Source: an optimization exercise on an open RTL-to-GDS flow (aim: a short achievable clock period and few clock cycles). Production flows keep margins and buffers that such runs may drop. Function not checked in this run: the RTL went through the layout flow alone. No activity file was given, so power comes from the tool's default toggle rates.

$ cat flow/run.sh
#!/bin/bash
# synth_recipe.tcl (not shown) runs the flow's synth.tcl, then flattens the netlist and writes it again
# the make line also repeats each setting of config.mk as NAME=value (left out here)
make -C /OpenROAD-flow-scripts/flow DESIGN_CONFIG=/design/flow/config.mk WORK_HOME=/design/flow/orfs CLKGATE_MAP_FILE= SYNTH_SCRIPT=/design/flow/synth_recipe.tcl finish
$ cat flow/config.mk
export PLATFORM = sky130hd
export DESIGN_NAME = infix_expression_evaluator
export DESIGN_NICKNAME = infix_expression_evaluator
export VERILOG_FILES = /design/flow/design.v
export SDC_FILE = /design/flow/constraint.sdc
export NUM_CORES = 4
export LEC_CHECK = 0
export ABC_CLOCK_PERIOD_IN_PS = 2500
export CAP_MARGIN = 20
export CORE_MARGIN = 2
export CORE_UTILIZATION = 40
export SETUP_SLACK_MARGIN = 5
export SLEW_MARGIN = 20
$ cat flow/design.v
`default_nettype none
package iee_pkg;
	localparam logic [1:0] ST_OK      = 2'd0;
	localparam logic [1:0] ST_BADCHAR = 2'd1;
	localparam logic [1:0] ST_DIVZERO = 2'd2;
	localparam logic [1:0] ST_STACK   = 2'd3;
	localparam logic [2:0] OP_OPEN = 3'd0;
	localparam logic [2:0] OP_ADD  = 3'd1;
	localparam logic [2:0] OP_SUB  = 3'd2;
	localparam logic [2:0] OP_MUL  = 3'd3;
	localparam logic [2:0] OP_DIV  = 3'd4;
	localparam logic [3:0] CC_ADD   = 4'd10;
	localparam logic [3:0] CC_SUB   = 4'd11;
	localparam logic [3:0] CC_MUL   = 4'd12;
	localparam logic [3:0] CC_DIV   = 4'd13;
	localparam logic [3:0] CC_OPEN  = 4'd14;
	localparam logic [3:0] CC_CLOSE = 4'd15;
endpackage
`default_nettype wire
`default_nettype none
module iee_divider (
	input  wire logic        clk,
	input  wire logic        arst_n,
	input  wire logic        start,
	input  wire logic        is_div,
	input  wire logic [31:0] a,
	input  wire logic [31:0] b,
	output logic             done,
	output logic             dz,
	output logic [31:0]      res
);
	typedef enum logic [2:0] {
		A_IDLE = 3'd0,
		A_M1   = 3'd1,
		A_ML   = 3'd2,
		A_D1   = 3'd3,
		A_D2   = 3'd4,
		A_DL   = 3'd5,
		A_DF   = 3'd6,
		A_DONE = 3'd7
	} astate_t;
	astate_t     st_q;
	logic        dz_q;
	logic [31:0] x_q, x3_q, m_q, acc_q;
	logic [31:0] rem_q;
	logic [5:0]  cnt_q;
	logic        neg_q;
	logic [32:0] trial;
	assign trial = {rem_q, x_q[31]} - {1'b0, m_q};
	logic [31:0] mstep;
	always_comb begin
		unique case (m_q[1:0])
			2'd0: mstep = '0;
			2'd1: mstep = x_q;
			2'd2: mstep = {x_q[30:0], 1'b0};
			default: mstep = x3_q;
		endcase
	end
	logic [31:0] n1a, n1b, n2a, n2b, n2c;
	logic        z16, z8, z4, z2, z1;
	assign z16 = (x_q[31:16] == '0);
	assign n1a = z16 ? {x_q[15:0], 16'd0} : x_q;
	assign z8  = (n1a[31:24] == '0);
	assign n1b = z8 ? {n1a[23:0], 8'd0} : n1a;
	assign z4  = (x_q[31:28] == '0);
	assign n2a = z4 ? {x_q[27:0], 4'd0} : x_q;
	assign z2  = (n2a[31:30] == '0);
	assign n2b = z2 ? {n2a[29:0], 2'd0} : n2a;
	assign z1  = ~n2b[31];
	assign n2c = z1 ? {n2b[30:0], 1'b0} : n2b;
	always_ff @(posedge clk or negedge arst_n) begin
		if (!arst_n) st_q <= A_IDLE;
		else begin
			unique case (st_q)
				A_IDLE: if (start) st_q <= is_div ? ((b == '0) ? A_DONE : A_D1) : A_M1;
				A_M1:   st_q <= A_ML;
				A_ML:   if (m_q[31:2] == '0) st_q <= A_DONE;
				A_D1:   st_q <= A_D2;
				A_D2:   st_q <= A_DL;
				A_DL:   if (cnt_q <= 6'd1) st_q <= A_DF;
				A_DF:   st_q <= A_DONE;
				default: st_q <= A_IDLE;
			endcase
		end
	end
	always_ff @(posedge clk) begin
		unique case (st_q)
			A_IDLE: if (start) begin
				dz_q  <= is_div && (b == '0);
				acc_q <= '0;
				if (is_div) begin
					x_q   <= a[31] ? 32'(-a) : a;
					m_q   <= b[31] ? 32'(-b) : b;
					neg_q <= a[31] ^ b[31];
				end else begin
					x_q <= b[31] ? 32'(-a) : a;
					m_q <= b[31] ? 32'(-b) : b;
				end
			end
			A_M1: x3_q <= x_q + {x_q[30:0], 1'b0};
			A_ML: begin
				acc_q <= acc_q + mstep;
				x_q   <= {x_q[29:0], 2'b00};
				x3_q  <= {x3_q[29:0], 2'b00};
				m_q   <= {2'b00, m_q[31:2]};
			end
			A_D1: begin
				x_q      <= n1b;
				cnt_q    <= 6'd32 - {1'b0, z16, z8, 3'b000};
			end
			A_D2: begin
				x_q   <= n2c;
				rem_q <= '0;
				cnt_q <= cnt_q - {3'b000, z4, z2, z1};
			end
			A_DL: begin
				if (!trial[32]) begin
					rem_q <= trial[31:0];
					x_q   <= {x_q[30:0], 1'b1};
				end else begin
					rem_q <= {rem_q[30:0], x_q[31]};
					x_q   <= {x_q[30:0], 1'b0};
				end
				cnt_q <= cnt_q - 1'b1;
			end
			A_DF: acc_q <= neg_q ? 32'(-x_q) : x_q;
			default: ;
		endcase
	end
	assign done = (st_q == A_DONE);
	assign dz   = dz_q;
	assign res  = acc_q;
endmodule
`default_nettype wire
`default_nettype none
import iee_pkg::*;
module iee_datapath #(
	parameter int D = 64    
) (
	input  wire logic        clk,
	input  wire logic        arst_n,
	input  wire logic        wr,
	input  wire logic [5:0]  wr_code,
	output logic             full0,
	output logic             full1,
	input  wire logic        take,
	output logic             res_v,
	output logic [31:0]      res_val,
	output logic [1:0]       res_st
);
	logic [D*6-1:0] q_q;
	logic [D:0]     wp_q;       
	logic           pop_head;
	always_ff @(posedge clk or negedge arst_n) begin
		if (!arst_n) wp_q <= (D+1)'(1);
		else if (wr && !pop_head) wp_q <= {wp_q[D-1:0], 1'b0};
		else if (pop_head && !wr) wp_q <= {1'b0, wp_q[D:1]};
	end
	always_ff @(posedge clk) begin
		for (int i = 0; i < D; i++) begin
			if (pop_head) begin
				if (wr && wp_q[i+1]) q_q[i*6 +: 6] <= wr_code;
				else if (i < D-1) q_q[i*6 +: 6] <= q_q[(i+1)*6 +: 6];
			end else if (wr && wp_q[i]) q_q[i*6 +: 6] <= wr_code;
		end
	end
	assign full0 = wp_q[D] | (wr & wp_q[D-1]);
	assign full1 = wp_q[D] | wp_q[D-1] | (wr & wp_q[D-2]);
	logic       h_valid, h_last, h_bad, h_dig, h_as, h_md, h_open, h_close;
	logic [3:0] h_code;
	logic [2:0] h_op;
	assign h_valid = ~wp_q[0];
	assign h_last  = q_q[5];
	assign h_bad   = q_q[4];
	assign h_code  = q_q[3:0];
	assign h_dig   = ~h_bad & (h_code <= 4'd9);
	assign h_as    = ~h_bad & (h_code == CC_ADD || h_code == CC_SUB);
	assign h_md    = ~h_bad & (h_code == CC_MUL || h_code == CC_DIV);
	assign h_open  = ~h_bad & (h_code == CC_OPEN);
	assign h_close = ~h_bad & (h_code == CC_CLOSE);
	always_comb begin
		unique case (h_code)
			CC_ADD:  h_op = OP_ADD;
			CC_SUB:  h_op = OP_SUB;
			CC_MUL:  h_op = OP_MUL;
			CC_DIV:  h_op = OP_DIV;
			default: h_op = OP_OPEN;
		endcase
	end
	logic [16*32-1:0] s_q;
	logic [16*3-1:0]  o_q;
	logic [4:0]       opd_cnt_q, opr_cnt_q;
	logic [1:0]       err_q;
	logic             fin_q, ab_q;
	logic opd_empty, opd_lt2, opd_full, opr_empty, opr_full;
	logic o_open, o_md, o_sub;
	assign opd_empty = (opd_cnt_q == 5'd0);
	assign opd_lt2   = (opd_cnt_q < 5'd2);
	assign opd_full  = opd_cnt_q[4];
	assign opr_empty = (opr_cnt_q == 5'd0);
	assign opr_full  = opr_cnt_q[4];
	assign o_open    = (o_q[2:0] == OP_OPEN);
	assign o_md      = (o_q[2:0] == OP_MUL) || (o_q[2:0] == OP_DIV);
	assign o_sub     = (o_q[2:0] == OP_SUB);
	logic        a_start, a_done, a_dz;
	logic [31:0] a_res;
	iee_divider u_arith (
		.clk(clk), .arst_n(arst_n), .start(a_start), .is_div(o_q[2:0] == OP_DIV),
		.a(s_q[63:32]), .b(s_q[31:0]), .done(a_done), .dz(a_dz), .res(a_res)
	);
	logic       push_dig, push_op, pop_op, red_as, wb, set_fin, emit;
	logic       set_err;
	logic [1:0] err_val;
	logic       need_red;
	logic [1:0] em_st;
	logic       em_zero;
	assign need_red = ~opr_empty & ~o_open & (h_as | h_close | (h_md & o_md));
	always_comb begin
		pop_head = 1'b0;
		push_dig = 1'b0;
		push_op  = 1'b0;
		pop_op   = 1'b0;
		red_as   = 1'b0;
		a_start  = 1'b0;
		wb       = 1'b0;
		set_fin  = 1'b0;
		set_err  = 1'b0;
		err_val  = ST_STACK;
		emit     = 1'b0;
		em_st    = err_q;
		em_zero  = 1'b1;
		if (ab_q) begin
			if (a_done) begin
				if (a_dz) begin
					set_err = 1'b1;
					err_val = ST_DIVZERO;
				end else wb = 1'b1;
			end
		end else if (!fin_q) begin
			if (h_valid) begin
				if (err_q != ST_OK) begin
					pop_head = 1'b1;
					set_fin  = h_last;
				end else if (need_red) begin
					pop_op = 1'b1;
					if (opd_lt2) set_err = 1'b1;
					else if (o_md) a_start = 1'b1;
					else red_as = 1'b1;
				end else begin
					pop_head = 1'b1;
					set_fin  = h_last;
					if (h_dig) begin
						if (opd_full) set_err = 1'b1;
						else push_dig = 1'b1;
					end else if (h_as | h_md | h_open) begin
						if (opr_full) set_err = 1'b1;
						else push_op = 1'b1;
					end else if (h_close) begin
						if (opr_empty) set_err = 1'b1;
						else pop_op = 1'b1;
					end else begin
						set_err = 1'b1;
						err_val = ST_BADCHAR;
					end
				end
			end
		end else begin
			if (err_q != ST_OK) emit = ~res_v;
			else if (!opr_empty) begin
				pop_op = 1'b1;
				if (o_open) ;
				else if (opd_lt2) set_err = 1'b1;
				else if (o_md) a_start = 1'b1;
				else red_as = 1'b1;
			end else begin
				emit    = ~res_v;
				em_st   = opd_empty ? ST_STACK : ST_OK;
				em_zero = opd_empty;
			end
		end
	end
	always_ff @(posedge clk or negedge arst_n) begin
		if (!arst_n) begin
			opd_cnt_q <= '0;
			opr_cnt_q <= '0;
			err_q     <= ST_OK;
			fin_q     <= 1'b0;
			ab_q      <= 1'b0;
			res_v     <= 1'b0;
		end else begin
			if (emit) begin
				opd_cnt_q <= '0;
				opr_cnt_q <= '0;
				err_q     <= ST_OK;
				fin_q     <= 1'b0;
			end else begin
				if (push_dig) opd_cnt_q <= opd_cnt_q + 1'b1;
				else if (red_as || wb) opd_cnt_q <= opd_cnt_q - 1'b1;
				if (push_op) opr_cnt_q <= opr_cnt_q + 1'b1;
				else if (pop_op) opr_cnt_q <= opr_cnt_q - 1'b1;
				if (set_err) err_q <= err_val;
				if (set_fin) fin_q <= 1'b1;
			end
			if (a_start) ab_q <= 1'b1;
			else if (a_done) ab_q <= 1'b0;
			if (emit) res_v <= 1'b1;
			else if (take) res_v <= 1'b0;
		end
	end
	logic [31:0] sum;
	assign sum = o_sub ? (s_q[63:32] - s_q[31:0]) : (s_q[63:32] + s_q[31:0]);
	always_ff @(posedge clk) begin
		if (push_dig) begin
			s_q <= {s_q[15*32-1:0], 28'd0, h_code};
		end else if (red_as || wb) begin
			s_q[31:0] <= red_as ? sum : a_res;
			s_q[15*32-1:32] <= s_q[16*32-1:64];
		end
		if (push_op) o_q <= {o_q[15*3-1:0], h_op};
		else if (pop_op) o_q[15*3-1:0] <= o_q[16*3-1:3];
		if (emit) begin
			res_st  <= em_st;
			res_val <= em_zero ? 32'd0 : s_q[31:0];
		end
	end
endmodule
`default_nettype wire
`default_nettype none
module iee_ctrl #(
	parameter int N = 4,
	parameter int NB = 2
) (
	input  wire logic          clk,
	input  wire logic          arst_n,
	input  wire logic          start,
	input  wire logic [7:0]    symbol,
	input  wire logic          last,
	input  wire logic [N-1:0]  full0,    
	input  wire logic [N-1:0]  full1,    
	output logic               busy,
	output logic [N-1:0]       wr,       
	output logic [5:0]         wr_code   
);
	logic          acc;
	logic          in_v_q;
	logic [7:0]    in_sym_q;
	logic          in_last_q;
	logic [NB-1:0] in_tgt_q, tgt_q;
	logic          b_same, b_same1, b_next;
	assign acc = start & ~busy;
	assign b_same  = full0[tgt_q];
	assign b_same1 = full1[tgt_q];
	assign b_next  = full0[NB'(tgt_q + 1'b1)];
	always_ff @(posedge clk or negedge arst_n) begin
		if (!arst_n) begin
			busy     <= 1'b0;
			in_v_q   <= 1'b0;
			tgt_q    <= '0;
			in_tgt_q <= '0;
		end else begin
			busy     <= acc ? (last ? b_next : b_same1) : b_same;
			in_v_q   <= acc;
			in_tgt_q <= tgt_q;
			if (acc && last) tgt_q <= NB'(tgt_q + 1'b1);
		end
	end
	always_ff @(posedge clk) begin
		in_sym_q  <= symbol;
		in_last_q <= last;
	end
	logic [4:0] code;
	always_comb begin
		code = 5'b10000;
		if (in_sym_q >= 8'd48 && in_sym_q <= 8'd57) code = {1'b0, in_sym_q[3:0]};
		else if (in_sym_q == 8'd43) code = {1'b0, iee_pkg::CC_ADD};
		else if (in_sym_q == 8'd45) code = {1'b0, iee_pkg::CC_SUB};
		else if (in_sym_q == 8'd42) code = {1'b0, iee_pkg::CC_MUL};
		else if (in_sym_q == 8'd47) code = {1'b0, iee_pkg::CC_DIV};
		else if (in_sym_q == 8'd40) code = {1'b0, iee_pkg::CC_OPEN};
		else if (in_sym_q == 8'd41) code = {1'b0, iee_pkg::CC_CLOSE};
	end
	assign wr_code = {in_last_q, code};
	always_comb begin
		for (int n = 0; n < N; n++) wr[n] = in_v_q && (in_tgt_q == NB'(n));
	end
endmodule
`default_nettype wire
`default_nettype none
module infix_expression_evaluator #(
	parameter int STACK_DEPTH = 16,
	parameter int VALUE_WIDTH = 32
) (
	input  wire logic        clk,
	input  wire logic        arst_n,
	input  wire logic        start,
	output logic             busy,
	input  wire logic [7:0]  symbol,
	input  wire logic        last,
	output logic             done,
	output logic [31:0]      value,
	output logic [1:0]       status
);
	localparam int N  = 4;
	localparam int NB = 2;
	logic [N-1:0]    full0, full1, wr, take, res_v;
	logic [5:0]      wr_code;
	logic [31:0]     res_val [N];
	logic [1:0]      res_st [N];
	logic [NB-1:0]   rd_q;
	iee_ctrl #(.N(N), .NB(NB)) u_ctrl (
		.clk(clk), .arst_n(arst_n), .start(start), .symbol(symbol), .last(last),
		.full0(full0), .full1(full1), .busy(busy), .wr(wr), .wr_code(wr_code)
	);
	for (genvar n = 0; n < N; n++) begin : g_eng
		iee_datapath u_eng (
			.clk(clk), .arst_n(arst_n), .wr(wr[n]), .wr_code(wr_code),
			.full0(full0[n]), .full1(full1[n]),
			.take(take[n]), .res_v(res_v[n]), .res_val(res_val[n]), .res_st(res_st[n])
		);
		assign take[n] = res_v[n] && (rd_q == NB'(n));
	end
	always_ff @(posedge clk or negedge arst_n) begin
		if (!arst_n) begin
			rd_q   <= '0;
			done   <= 1'b0;
			value  <= '0;
			status <= '0;
		end else begin
			done <= res_v[rd_q];
			if (res_v[rd_q]) begin
				value  <= res_val[rd_q];
				status <= res_st[rd_q];
				rd_q   <= NB'(rd_q + 1'b1);
			end
		end
	end
endmodule
`default_nettype wire
$ cat flow/constraint.sdc
create_clock -name core_clock -period 9.0 [get_ports {clk}]
set_input_delay 1.8000 -clock core_clock [delete_from_list [all_inputs] [get_ports {clk}]]
set_output_delay 1.8000 -clock core_clock [all_outputs]
set_load 0.01 [all_outputs]
==> notes.md <==
## timing repair
item / 4_1_cts / 5_1_grt
endpoints found under the hold margin: 0 / 0
setup buffers: 339 / 292
setup endpoints to repair: 4384 / 3099
pin swaps: 187 / 287
gates resized for setup: 629 / 549
gates cloned: 40 / 34
## final cells by class
cell class / instances / area share
repair inverters: 12 / 0.000331
repair buffers: 992 / 0.0346
clock inverters: 227 / 0.00820
multi-input cells: 21266 / 0.414
clock buffers: 799 / 0.0541
inverters: 515 / 0.00737
flip-flops and latches: 4968 / 0.445
diodes: 9 / 0.0000763
well taps: 8613 / 0.0365
## routing by layer
metal,vias to the layer above,routed length (um),track usage
met1,98633,331000,0.297
li1,98274,-,-
met3,1270,47900,0.0333
met5,-,35,0
met4,6,24300,0.0648
met2,5764,325000,0.330
## metrics by stage
| stage | total power (W) | instance area, sq um |
|---|---|---|
| 2_1_floorplan | 0.0247 | 259000 |
| 3_3_place_gp | 0.0248 | 265000 |
| 3_5_place_dp | 0.0248 | 265000 |
| 4_1_cts | 0.0479 | 290000 |
| 5_1_grt | 0.0489 | 295000 |
| 6_report | 0.0474 | 295000 |
## kinds of logic after synthesis
family	synth area share
AND/OR/NAND/NOR	0.195
AO/OA/AOI/OAI	0.118
flip-flops	0.507
buffers and inverters	0.0359
multiplexers	0.0778
XOR/XNOR	0.0306
adder cells (fa/ha/maj)	0.0357
## power by group through the flow
stage	clock (W)	sequential [W]	combinational (W)
6_report	0.0230	0.0239	0.000550
3_5_place_dp	0	0.0244	0.000449
5_1_grt	0.0244	0.0239	0.000601
2_1_floorplan	0	0.0244	0.000298
4_1_cts	0.0235	0.0239	0.000526
3_3_place_gp	0	0.0244	0.000444
## how the worst max path moves through the flow
stage	to	slack, ns
floorplan	g_eng[0].u_eng.s_q[0]	-0.31
global placement	g_eng[2].u_eng.s_q[226]	2.03
detailed placement	g_eng[2].u_eng.s_q[194]	2.02
CTS	g_eng[2].u_eng.s_q[30]	3.81
global route	g_eng[2].u_eng.s_q[30]	3.65
finish	g_eng[2].u_eng.s_q[30]	3.83
## flip-flops by register name (all words and copies together) (netlist names), 12 cells and up
register / cells
g_eng.u_eng.u_arith.acc_q: 128
g_eng.u_eng.q_q: 1536
g_eng.u_eng.u_arith.m_q: 128
g_eng.u_eng.u_arith.x_q: 128
g_eng.u_eng.res_val: 128
g_eng.u_eng.u_arith.cnt_q: 24
g_eng.u_eng.opr_cnt_q: 20
value: 32
g_eng.u_eng.o_q: 192
g_eng.u_eng.opd_cnt_q: 20
g_eng.u_eng.u_arith.st_q: 12
g_eng.u_eng.u_arith.x3_q: 128
g_eng.u_eng.u_arith.rem_q: 128
g_eng.u_eng.wp_q: 260
g_eng.u_eng.s_q: 2048
## cell usage in the layout, fill, tap and decap left out, types with 457 or more instances in the layout
master / netlist / routed
nand3_1: 982 / 975
inv_1: 495 / 457
a21oi_1: 2296 / 2228
nand2_1: 7574 / 7534
ha_1: 693 / 638
mux2i_1: 1910 / 1892
clkbuf_16: 0 / 609
o21ai_0: 1555 / 1401
nor2_1: 2740 / 2695
edfxtp_1: 2984 / 2984
dfxtp_1: 1609 / 1598
buf_4: 4 / 714
==> metrics.yaml <==
worst_setup_path:
  r2r_setup_slack_ns: 3.83
  path_depth: 20
  r2r_cells: 20
  cp_cell_sequence: "buf_4, nor3_4, nand2_2, or4_4, or2_4, or3_4, or3_4, or2_2, or3_4, nand2_1, xor2_1, ha_1, and3_4, a221o_1, a21oi_2, nor2b_2, a41o_1, o22ai_2, mux2i_1, o21ai_1"
  regToRegStartpoint: "g_eng[2].u_eng.s_q[1]"
  critPathSlowestCell: "or4_4"
  critical-path-max-stage-delay_ns: 0.45
  cp_data_required_time_ns: 9.94
  crit_start: "g_eng[2].u_eng.s_q[1]"
  worstPathBufferInverterCount: 1
  critPathMaxFanout: 3
  worstSetupPathType: "reg -> reg"
  end_kind: "flop"
  critPathLaunchType: "flop"
  r2r_end: "g_eng[2].u_eng.s_q[30]"
  path_common_cell: "or3_4"
  critPathTopFamily: "simple AND/OR/NAND/NOR gates"
  critPathArrivalTime_ns: 6.11
power:
  p_switching_w: 0.0103
  leakagePower_nw: 107
  clock_power_share: 0.484
  p_sw_frac: 0.217
  power_density_nw_per_um2: 161
  power_frac_seq: 0.504
  p_comb_frac: 0.012
  power.internal_w: 0.0371
  peakVddDrop_mv: 0.184
clock_tree:
  cts_max_level: 6
  clock_sinks: 4968
  cts_tree: "built"
  clk_latency_ns: 1.12
  clk_pin_slew_worst_paths_ns: 0.06
  clock_path_buffers: 4
  numCtsBuffers: 569
  cts-root-buf: "clkbuf_16"
  holdBufCountCts: 0
finish:
  area_growth_pct: 14.1
  nFillCells: 61537
  multi_input_area_sq_um: 122000
  finalNonFillerCells: 37401
  seq_area_sq_um: 131000
  fin_nets: 29057
  drive_above_1_share: 0.0904
  final_util: 0.458
route:
  avgRoutedWirePerCell_um: 19.5
  wl_um: 728000
  antenna_left: 0
  drcViolationCount: 0
  vias: 203947
  dr.pass1.iters: 10
  viasPerCell: 5.45
  drt_iter0_drc: 19373
logic_synthesis:
  synth_seq_cells: 4968
  synth_async_sr_flop_share: 0.0755
  synth_ff_type: "edfxtp_1"
  syn_nets: 29423
  yosys.area.top_type: "edfxtp_1"
  syn_area_per_cell_sq_um: 9.01
  synth_common_cells: "nand2_1 (7,574), edfxtp_1 (2,984), nor2_1 (2,740)"
  synthCells: 28690
  synth_cell_type_count: 95
  yosysTopAreaCellShare: 0.347
  netlist_top_cells_area: "edfxtp_1 (35%), dfxtp_1 (12%), nand2_1 (11%)"
  yosysWarnings: 6
  yosysSeqAreaShare: 0.507
  synth-edff-count: 2984
  synth.most_common_cell: "nand2_1"
  syn_area_sq_um: 259000
timing:
  tns_ns: 0
  max_slew.worst_pin.slew_ns: 1.21
  hold_slack_ns: 0.395
  layout_setup_ws_ns: 3.83
  min_period_ns: 5.17
  final_max_slew_viol_count: 0
  rsz0062_at_grt: "true"
  max_freq_ghz: 0.194
  finalSetupViolations: 0
  relSlewSlack: 0.181
  skew_ns: 0.103
  hold_viol_final: 0
  finalCritPeriodShare: 0.574
place:
  dp_hpwl_um: 464000
  numPlacedInstances: 35659
  io_buffers: 47
  pre_cts_slack_ns: 2.02
  gp_congestion: 0.938
floorplan:
  start_util: 0.401
  die_area_sq_um: 653000
  die_h_um: 808
  die_w_um: 808
  ioPinCount: 48
  rows: 295
  core_area_sq_um: 645000
grt:
  grt_overflow_total: 0
  antenna_found_initial: 22
  grt_max_degree: 247
  grt_pass1_vias: 191212
  grt.total_usage: 0.210
  grt_first_pass_wirelength_um: 1120000
worst_hold_path:
  hold_path_end: "g_eng[3].u_eng.o_q[45]"
  whs_path_depth: 0
  hold_class: "reg -> reg"
  holdCritStartpoint: "g_eng[3].u_eng.o_q[42]"
job:
  maxCapViolations: 0
status:
  status: "finished clean"

==> separate check: timing with driven ports <==
How much do the figures lean on ideal ports? The routed layout below was timed once more, with nothing changed but the port constraints.
Step 1: set_driving_cell puts a clkbuf_16 on clk and a buf_2 on each other input, an assumption about the parent block.
Step 2, shift: input delay + t, output delay - t, t = (earliest + latest rising clock arrival at the registers) / 2. This alone moves slack from input paths to output paths.
Slacks: ideal / step 1 / step 2; pairs: ideal / step 1.
t, ns: 1.193
setup slack, ns: 3.835 / 3.835 / 3.835
worst register clock-pin slew, ns: 0.07 / 0.07
After both steps setup and hold are still met in this run. For this run, drivers alone change the setup slack by 0.000 ns; drivers and shift together by 0.000 ns.
